Background: an optimization exercise with open tools, aiming at small area. Do not read the settings as production practice.
At most, simulation tests tie the RTL to the original design; equivalence was not proved.
Power and IR drop assume default switching activity.

== oak ==
==> flow/design.v (excerpt) <==
module usb_ep0_ctrl (
	input  wire        clk,
	input  wire        rst_n,
	input  wire        request_active,
	input  wire [7:0]  setup_bm_request_type,
	input  wire [7:0]  setup_b_request,
	input  wire [15:0] setup_w_value,
	input  wire [15:0] setup_w_index,
	input  wire [15:0] setup_w_length,
	input  wire        in_ready,
	output wire [31:0] in_data,
	output wire        in_wren,
	output wire        in_commit,
	output wire [10:0] in_commit_len,
	input  wire [31:0] out_data,
	input  wire [10:0] out_len,
	input  wire        out_has_data,
	output wire        out_rden,
	output wire        out_ack,
	output logic [7:0] current_config_value,
	output logic       intf_strobe,
	output logic [15:0] intf_num,
	output logic [15:0] intf_alt
);
For scale: about 690 flip-flops, roughly 200 I/O pins, ~22000 um^2 of cells after synthesis.
export LEC_CHECK = 0
export CAP_MARGIN = 0
export CORE_MARGIN = 2
export CORE_UTILIZATION = 72
export PLACE_DENSITY = 0.82
export SLEW_MARGIN = 0
create_clock -name core_clock -period 10.0 [get_ports {clk}]
standard.sh (not shown) runs the stock make flow with config.mk's settings and CLKGATE_MAP_FILE= SYNTH_SCRIPT=/design/flow/synth_recipe.tcl, a recipe that flattens the netlist after the stock synthesis.
==> flow/flow/run.sh <==
#!/bin/bash
# The standard layout, with the port buffers made from the smallest
# buffer cell and a clock tree without dummy balancing loads.
set -euo pipefail
export BUFFER_PORTS_ARGS="-buffer_cell sky130_fd_sc_hd__buf_1"
export CTS_ARGS="-sink_clustering_enable -repair_clock_nets -dont_use_dummy_load -buf_list sky130_fd_sc_hd__clkbuf_8 -sink_clustering_size 20 -sink_clustering_max_diameter 45"
bash standard.sh > standard.log 2>&1
oak finished every step from synthesis to the final layout, and the layout passed the timing, DRC and antenna checks.
Relative to oak, the following input files were edited for pine:
Settings: PLACE_DENSITY: 0.82 -> 0.75; CORE_UTILIZATION: 72 -> 65; GPL_ROUTABILITY_DRIVEN: unset -> 0; GPL_TIMING_DRIVEN: unset -> 0.
==> flow/flow/run.sh <==
#!/bin/bash
# The standard layout, with the port buffers made from the smallest
# buffer cell and a clock tree without dummy balancing loads.
set -euo pipefail
export BUFFER_PORTS_ARGS="-buffer_cell sky130_fd_sc_hd__buf_1"
export CTS_ARGS="-sink_clustering_enable -repair_clock_nets -dont_use_dummy_load -buf_list sky130_fd_sc_hd__clkbuf_8 -sink_clustering_size 20 -sink_clustering_max_diameter 50"
bash standard.sh > standard.log 2>&1
### Flow results
- Every run in pine and oak closed cleanly, with the single exception of pine.
- On pine: area of all placed cells without fillers is about 1.4% higher than what oak gave.
- Diff oak -> pine: path length in cells of the critical path increased 1; non-filler instance count after layout climbed 109; wire length on met1 up 1700 um.
- oak reports its cell type of the slowest stage on the worst timing path as and3_1 while pine reports clkbuf_1.
- On clock power, oak tracks pine almost exactly.
What birch does differently from pine at the input level:
Settings: a deleted GPL_TIMING_DRIVEN that had been 0; a deleted GPL_ROUTABILITY_DRIVEN that had been 0.
==> flow/flow/run.sh <==
#!/bin/bash
# The standard layout, with the port buffers made from the smallest
# buffer cell and a clock tree without dummy balancing loads.
set -euo pipefail
export BUFFER_PORTS_ARGS="-buffer_cell sky130_fd_sc_hd__buf_1"
export CTS_ARGS="-sink_clustering_enable -repair_clock_nets -dont_use_dummy_load -buf_list sky130_fd_sc_hd__clkbuf_4 -sink_clustering_size 10 -sink_clustering_max_diameter 30"
bash standard.sh > standard.log 2>&1
Findings:
Looking at the reports, birch completed the entire flow and the layout it produced met the timing, DRC and antenna checks.
Changes observed in birch relative to pine: global routing met1 resource utilization shrank by 2.4 points; proportion of power drawn by the clock network grew by 2.0 points; post-layout worst setup margin grew by 0.34 ns; reported clock group power grew by about 10%.
### birch -> maple
Settings: CORE_UTILIZATION changed from 65 to 75; PLACE_DENSITY changed from 0.75 to 0.85.
==> flow/flow/run.sh <==
#!/bin/bash
# The standard layout, with the port buffers made from the smallest
# buffer cell and a clock tree without dummy balancing loads.
set -euo pipefail
export BUFFER_PORTS_ARGS="-buffer_cell sky130_fd_sc_hd__buf_1"
export CTS_ARGS="-sink_clustering_enable -repair_clock_nets -dont_use_dummy_load -buf_list sky130_fd_sc_hd__clkbuf_4 -sink_clustering_size 12 -sink_clustering_max_diameter 40"
bash standard.sh > standard.log 2>&1
Results
- Share of the clock period used by the worst path after layout was lower in birch than in maple.
- maple against birch; power per cell area is down slightly.
- Delta (maple minus birch): utilization now larger; worst endpoint data arrival time now larger; core area now smaller.
- Changes observed in maple relative to birch: overall global routing resource usage went up by 4.2 points, full die area moved down.
- Re share of the synthesized netlist area taken by xor and xnor gates: no difference whatsoever between maple and birch.
- Between maple and birch, non-clock buffer count is higher for birch, maple comes in under that.

---

== the previous run ==
usb_ep0_ctrl, a different RTL version from the one above (not shown whole).
Size: roughly 690 flip-flops, about 200 I/O pins, roughly 0.022 mm² of cells after synthesis.
==> flow/config.mk <==
export PLATFORM = sky130hd
export DESIGN_NAME = usb_ep0_ctrl
export DESIGN_NICKNAME = usb_ep0_ctrl
export VERILOG_FILES = /design/flow/design.v
export SDC_FILE = /design/flow/constraint.sdc
export NUM_CORES = 4
export LEC_CHECK = 0
export CAP_MARGIN = 20
export CORE_MARGIN = 2
export CORE_UTILIZATION = 40
export CTS_BUF_LIST = sky130_fd_sc_hd__clkbuf_16
export CTS_CLUSTER_DIAMETER = 60
export CTS_CLUSTER_SIZE = 30
export SLEW_MARGIN = 20
==> flow/constraint.sdc <==
create_clock -name core_clock -period 10.0 [get_ports {clk}]
set_input_delay 2.0000 -clock core_clock [delete_from_list [all_inputs] [get_ports {clk}]]
set_output_delay 2.0000 -clock core_clock [all_outputs]
set_load 0.01 [all_outputs]
==> flow/flow/run.sh <==
#!/bin/bash
# The standard layout, with the port buffers made from the smallest
# buffer cell instead of the one buffer_ports picks by itself.
set -euo pipefail
export BUFFER_PORTS_ARGS="-buffer_cell sky130_fd_sc_hd__buf_1"
bash standard.sh > standard.log 2>&1
The previous run ended with every stage complete and zero timing, DRC or antenna violations.
Modified inputs, the current run compared to the previous run
==> flow/flow/run.sh <==
#!/bin/bash
# The standard layout, with the port buffers made from the smallest
# buffer cell and a clock tree without dummy balancing loads.
set -euo pipefail
export BUFFER_PORTS_ARGS="-buffer_cell sky130_fd_sc_hd__buf_1"
export CTS_ARGS="-sink_clustering_enable -repair_clock_nets -dont_use_dummy_load -buf_list sky130_fd_sc_hd__clkbuf_16 -sink_clustering_size 40 -sink_clustering_max_diameter 60"
bash standard.sh > standard.log 2>&1
==> flow/config.mk <==
export PLATFORM = sky130hd
export DESIGN_NAME = usb_ep0_ctrl
export DESIGN_NICKNAME = usb_ep0_ctrl
export VERILOG_FILES = /design/flow/design.v
export SDC_FILE = /design/flow/constraint.sdc
export NUM_CORES = 4
export LEC_CHECK = 0
export CAP_MARGIN = 20
export CORE_MARGIN = 2
export CORE_UTILIZATION = 65
export PLACE_DENSITY = 0.75
export SLEW_MARGIN = 20
Findings:
Compared with the previous run, in the current run clock buffer instance count of the final layout went down about 20%; time the final worst path needs with I/O delays and setup now smaller; routed length on met2 now smaller. Re via count: the current run is 104 up on the previous run. Delta (the current run minus the previous run): final period utilization fell 6.5 points, maximum net fanout on the critical path rose 13, setup slack after layout rose 0.65 ns. As far as fraction of the mapped netlist area in simple logic gates goes, the previous run and the current run are indistinguishable; the numbers are identical. Per the final summary, the current run finished and its layout is clean on timing, DRC and antenna.
No functional check of the RTL was part of any run of this note.

---

## run 1
Starting RTL as in the previous note.
Settings: LEC_CHECK=0, CAP_MARGIN=20, CORE_MARGIN=2, CORE_UTILIZATION=40, CTS_BUF_LIST=sky130_fd_sc_hd__clkbuf_8, CTS_CLUSTER_DIAMETER=50, CTS_CLUSTER_SIZE=20, SLEW_MARGIN=20; clock period 10.0 ns.
run.sh (not shown) runs the stock make flow with config.mk's settings and CLKGATE_MAP_FILE= SYNTH_SCRIPT=/design/flow/synth_recipe.tcl, a recipe that flattens the netlist after the stock synthesis.
Stock flow here: none of the scripts above is used.
Edits applied to the flow inputs when going from run 1 to run 2:
# run 1
export LEC_CHECK = 0
export CAP_MARGIN = 20
export CORE_MARGIN = 2
export CORE_UTILIZATION = 40
export CTS_BUF_LIST = sky130_fd_sc_hd__clkbuf_8
export CTS_CLUSTER_DIAMETER = 50
export CTS_CLUSTER_SIZE = 20
export SLEW_MARGIN = 20
create_clock -name core_clock -period 10.0 [get_ports {clk}]
# run 2
export LEC_CHECK = 0
export CAP_MARGIN = 20
export CORE_MARGIN = 2
export CORE_UTILIZATION = 65
export PLACE_DENSITY = 0.75
export SLEW_MARGIN = 20
create_clock -name core_clock -period 10.0 [get_ports {clk}]
==> flow/flow/run.sh (new file) <==
#!/bin/bash
# The standard layout, with the port buffers made from the smallest
# buffer cell and a clock tree without dummy balancing loads.
set -euo pipefail
export BUFFER_PORTS_ARGS="-buffer_cell sky130_fd_sc_hd__buf_1"
export CTS_ARGS="-sink_clustering_enable -repair_clock_nets -dont_use_dummy_load -buf_list sky130_fd_sc_hd__clkbuf_4 -sink_clustering_size 12 -sink_clustering_max_diameter 40"
bash standard.sh > standard.log 2>&1
==> flow/standard.sh (new file) <==
#!/bin/bash
# synth_recipe.tcl (not shown) runs the flow's synth.tcl, then flattens the netlist and writes it again
# the make line also repeats each setting of config.mk as NAME=value (left out here)
make -C /OpenROAD-flow-scripts/flow DESIGN_CONFIG=/design/flow/config.mk WORK_HOME=/design/flow/orfs CLKGATE_MAP_FILE= SYNTH_SCRIPT=/design/flow/synth_recipe.tcl "${@:-finish}"
removed: flow/run.sh
## What came out
- Die area on run 2 is ahead of run 1.
- On clock period minus worst slack, run 2 does better than run 1.
- Going from run 1 to run 2, number of H-tree branching levels grows by 1.
- Going from run 1 to run 2, the relative area change from synthesis to final layout was found to have gone down by 10 points.
- Going from run 1 to run 2, total detailed-routing wirelength went down, clock skew went up, area of the multi-input gates did not really move, peak per-stage delay on the critical path went down.
- Clock buffer instance count of the final layout: run 2 vs run 1 up 12
- Measured against each other, run 2 and run 1 differ in DRC violation total after the first TritonRoute iteration, the lower figure coming from run 2.
Inputs modified between run 2 and run 3:
# run 2
export LEC_CHECK = 0
export CAP_MARGIN = 20
export CORE_MARGIN = 2
export CORE_UTILIZATION = 65
export PLACE_DENSITY = 0.75
export SLEW_MARGIN = 20
create_clock -name core_clock -period 10.0 [get_ports {clk}]
# run 3
export LEC_CHECK = 0
export CAP_MARGIN = 20
export CORE_MARGIN = 2
export CORE_UTILIZATION = 40
export CTS_BUF_LIST = sky130_fd_sc_hd__clkbuf_16
export CTS_CLUSTER_DIAMETER = 60
export CTS_CLUSTER_SIZE = 30
export SLEW_MARGIN = 20
create_clock -name core_clock -period 10.0 [get_ports {clk}]
==> flow/run.sh (new file) <==
#!/bin/bash
# synth_recipe.tcl (not shown) runs the flow's synth.tcl, then flattens the netlist and writes it again
# the make line also repeats each setting of config.mk as NAME=value (left out here)
make -C /OpenROAD-flow-scripts/flow DESIGN_CONFIG=/design/flow/config.mk WORK_HOME=/design/flow/orfs CLKGATE_MAP_FILE= SYNTH_SCRIPT=/design/flow/synth_recipe.tcl finish
removed: flow/flow/run.sh
removed: flow/standard.sh
[summary]
- Relative to run 2, the static power due to leakage measured on run 3 has increased by more than 10%.
- Going from run 2 to run 3, routed wire length higher; clock skew lower; proportion of power drawn by combinational gates lower; area added between synthesis and finish higher.
- In the flow results for run 3 and run 2, the number of detailed-routing iterations run before antenna repair is larger on run 2.
- The critical path depth was comparable across run 3 and run 2.
- Of the two values seen for top layer reached by signal wires, met5 was produced by run 3 and met4 by run 2.
- Number of non-clock buffers in the layout: run 3 < run 2
Setup changes, run 3 to run 4
# run 3
export LEC_CHECK = 0
export CAP_MARGIN = 20
export CORE_MARGIN = 2
export CORE_UTILIZATION = 40
export CTS_BUF_LIST = sky130_fd_sc_hd__clkbuf_16
export CTS_CLUSTER_DIAMETER = 60
export CTS_CLUSTER_SIZE = 30
export SLEW_MARGIN = 20
create_clock -name core_clock -period 10.0 [get_ports {clk}]
# run 4
export LEC_CHECK = 0
export CAP_MARGIN = 20
export CORE_MARGIN = 2
export CORE_UTILIZATION = 40
export SLEW_MARGIN = 20
create_clock -name core_clock -period 10.0 [get_ports {clk}]
==> flow/flow/run.sh (new file) <==
#!/bin/bash
# The standard layout, with the port buffers made from the smallest
# buffer cell and a clock tree without dummy balancing loads.
set -euo pipefail
export BUFFER_PORTS_ARGS="-buffer_cell sky130_fd_sc_hd__buf_1"
export CTS_ARGS="-sink_clustering_enable -repair_clock_nets -dont_use_dummy_load -buf_list sky130_fd_sc_hd__clkbuf_8 -sink_clustering_size 20 -sink_clustering_max_diameter 50"
bash standard.sh > standard.log 2>&1
==> flow/standard.sh (new file) <==
#!/bin/bash
# synth_recipe.tcl (not shown) runs the flow's synth.tcl, then flattens the netlist and writes it again
# the make line also repeats each setting of config.mk as NAME=value (left out here)
make -C /OpenROAD-flow-scripts/flow DESIGN_CONFIG=/design/flow/config.mk WORK_HOME=/design/flow/orfs CLKGATE_MAP_FILE= SYNTH_SCRIPT=/design/flow/synth_recipe.tcl "${@:-finish}"
removed: flow/run.sh
- Between run 4 and run 3, met2 global-route usage is higher for run 3, run 4 comes in under that.
- When the final numbers for run 4 and run 3 were put side by side, the proportion of layout cells with a drive suffix above 1 turned out to be greater in run 3.
- The higher half-perimeter wire length after placement of run 4 and run 3 is in run 3.
- Of run 4 and run 3, the run reporting the lower synthesis-to-layout area growth was run 4.
- Slew at the pin closest to its max-slew limit: run 4 vs run 3 up 0.053 ns
- Taking run 3 as the reference, in run 4 number of antenna violations at the first check in global routing decreased 1, placer congestion estimate increased 0.0031, total number of vias essentially unchanged.
What run 5 does differently from run 4 at the input level:
# run 4
export LEC_CHECK = 0
export CAP_MARGIN = 20
export CORE_MARGIN = 2
export CORE_UTILIZATION = 40
export SLEW_MARGIN = 20
create_clock -name core_clock -period 10.0 [get_ports {clk}]
# run 5
export LEC_CHECK = 0
export CAP_MARGIN = 20
export CORE_MARGIN = 2
export CORE_UTILIZATION = 65
export PLACE_DENSITY = 0.75
export SLEW_MARGIN = 20
create_clock -name core_clock -period 10.0 [get_ports {clk}]
Results
Compared with run 4, run 5 shows a higher proportion of final cell area spent on non-clock buffers. No stage failed in run 4, and the final checks on the layout all came back clean. Looking at the reports, run 5 completed the entire flow and the layout it produced met the timing, DRC and antenna checks. Run 5 improves on run 4 in final critical-path required period. The share of final-layout standard cells stronger than drive strength 1 number comes out lower for run 5 vs run 4. Run 5 reports its startpoint of the most critical setup path as ptr[0] while run 4 reports ptr[1]. Delta(clock network contribution to total cell area, run 5 - run 4) < 0.
Function was not checked in any run of this note: the RTL went through the layout flow alone.

---

RTL: one of the versions met above, not the one the previous note started from.
Size: roughly 1500 cells after synthesis, ~690 flip-flops.
## usb_ep0_ctrl
module usb_ep0_ctrl (
	input  wire        clk,
	input  wire        rst_n,
	input  wire        request_active,
	input  wire [7:0]  setup_bm_request_type,
	input  wire [7:0]  setup_b_request,
	input  wire [15:0] setup_w_value,
	input  wire [15:0] setup_w_index,
	input  wire [15:0] setup_w_length,
	input  wire        in_ready,
	output wire [31:0] in_data,
	output wire        in_wren,
	output wire        in_commit,
	output wire [10:0] in_commit_len,
	input  wire [31:0] out_data,
	input  wire [10:0] out_len,
	input  wire        out_has_data,
	output wire        out_rden,
	output wire        out_ack,
	output logic [7:0] current_config_value,
	output logic       intf_strobe,
	output logic [15:0] intf_num,
	output logic [15:0] intf_alt
);
	localparam logic [1:0] src_descr = 2'd0;
	localparam logic [1:0] src_config = 2'd1;
	localparam logic [1:0] src_status = 2'd2;
	localparam logic [1:0] src_probe = 2'd3;
	wire is_std = setup_bm_request_type[6:5] == 2'b00;
	wire is_class = setup_bm_request_type[6:5] == 2'b01;
	wire probe_ctl = setup_w_value[15:8] == 8'h01;
	wire [7:0] breq = setup_b_request;
	logic       u1_enable, u2_enable, ltm_enable, remote_wakeup;
	logic       probe_arm;
	logic       has_src;
	logic [1:0] src_c;
	logic [5:0] nat_len;
	logic [2:0] base_c;
	always_comb begin
		has_src = 1'b0;
		src_c = src_descr;
		nat_len = '0;
		base_c = '0;
		if (is_std && breq == 8'h06) begin
			has_src = 1'b1;
			src_c = src_descr;
			case (setup_w_value[15:8])
				8'd1: begin base_c = 3'd0; nat_len = 6'(16'd18); end
  ...
clock: 10.0 ns
lec_check: 0
cap_margin: 0
core_margin: 2
core_utilization: 72
place_density: 0.82
slew_margin: 0
standard.sh (not shown) runs the stock make flow with config.mk's settings and CLKGATE_MAP_FILE= SYNTH_SCRIPT=/design/flow/synth_recipe.tcl, a recipe that flattens the netlist after the stock synthesis.
==> flow/flow/run.sh <==
#!/bin/bash
# The standard layout, with the port buffers made from the smallest
# buffer cell and a clock tree without dummy balancing loads.
set -euo pipefail
export BUFFER_PORTS_ARGS="-buffer_cell sky130_fd_sc_hd__buf_1"
export CTS_ARGS="-sink_clustering_enable -repair_clock_nets -dont_use_dummy_load -buf_list sky130_fd_sc_hd__clkbuf_4 -sink_clustering_size 12 -sink_clustering_max_diameter 35"
bash standard.sh > standard.log 2>&1
==> next run, changes <==
--- a/flow/flow/run.sh
+++ b/flow/flow/run.sh
@@ -6 +6 @@
-export CTS_ARGS="-sink_clustering_enable -repair_clock_nets -dont_use_dummy_load -buf_list sky130_fd_sc_hd__clkbuf_4 -sink_clustering_size 12 -sink_clustering_max_diameter 35"
+export CTS_ARGS="-sink_clustering_enable -repair_clock_nets -dont_use_dummy_load -buf_list sky130_fd_sc_hd__clkbuf_8 -sink_clustering_size 20 -sink_clustering_max_diameter 50"
Settings changed: CORE_UTILIZATION 72 to 65, PLACE_DENSITY 0.82 to 0.75.
=> Global-route usage goes down by 3.8 points; wire length goes down by 4.0%; area after synthesis does not change; non-clock buffer count goes down by 1.

[what the ideal ports hide]
No port has a modelled driver above. Below, the same layouts with a new extraction and two added sets of constraints.
Step 1, drivers: a clkbuf_16 drives clk and a buf_2 each remaining input, both assumed.
Step 2 times the ports against the registers' clock, not the clock port: input delays grow and output delays shrink by t, the midpoint of the rising clock arrivals with the driver on.
Slacks: ideal ports / drivers / drivers and shift; pairs: ideal ports / drivers.
run | shift t [ns] | setup slack, ns | worst setup path after step 2 | clock arrival spread, ns
oak | 0.614 | 3.975 / 3.927 / 4.353 | input to register | 0.115 / 0.114
pine | 0.634 | 3.413 / 3.365 / 3.999 | register to output | 0.056 / 0.056
birch | 0.801 | 3.757 / 3.705 / 4.328 | input to register | 0.085 / 0.086
maple | 0.721 | 3.253 / 3.202 / 3.923 | register to output | 0.110 / 0.110
the previous run | 0.649 | 3.494 / 3.436 / 3.540 | input to register | 0.031 / 0.031
the current run | 0.566 | 4.140 / 4.086 / 3.786 | input to register | 0.090 / 0.090
run 1 | 0.726 | 3.483 / 3.431 / 3.322 | input to register | 0.043 / 0.043
run 2 | 0.750 | 3.939 / 3.888 / 3.808 | input to register | 0.099 / 0.099
run 3 | 0.641 | 3.573 / 3.512 / 3.313 | input to register | 0.043 / 0.043
run 4 | 0.693 | 3.477 / 3.426 / 3.523 | input to register | 0.107 / 0.107
run 5 | 0.631 | 4.087 / 4.038 / 3.816 | input to register | 0.066 / 0.066
the first run of note 4 | 0.700 | 3.879 / 3.830 / 4.352 | input to register | 0.161 / 0.162
the second run of note 4 | 0.623 | 3.933 / 3.883 / 4.234 | input to register | 0.079 / 0.079
For the current run, which loses most, drivers alone change the setup slack by -0.054 ns; drivers and shift together by -0.354 ns.
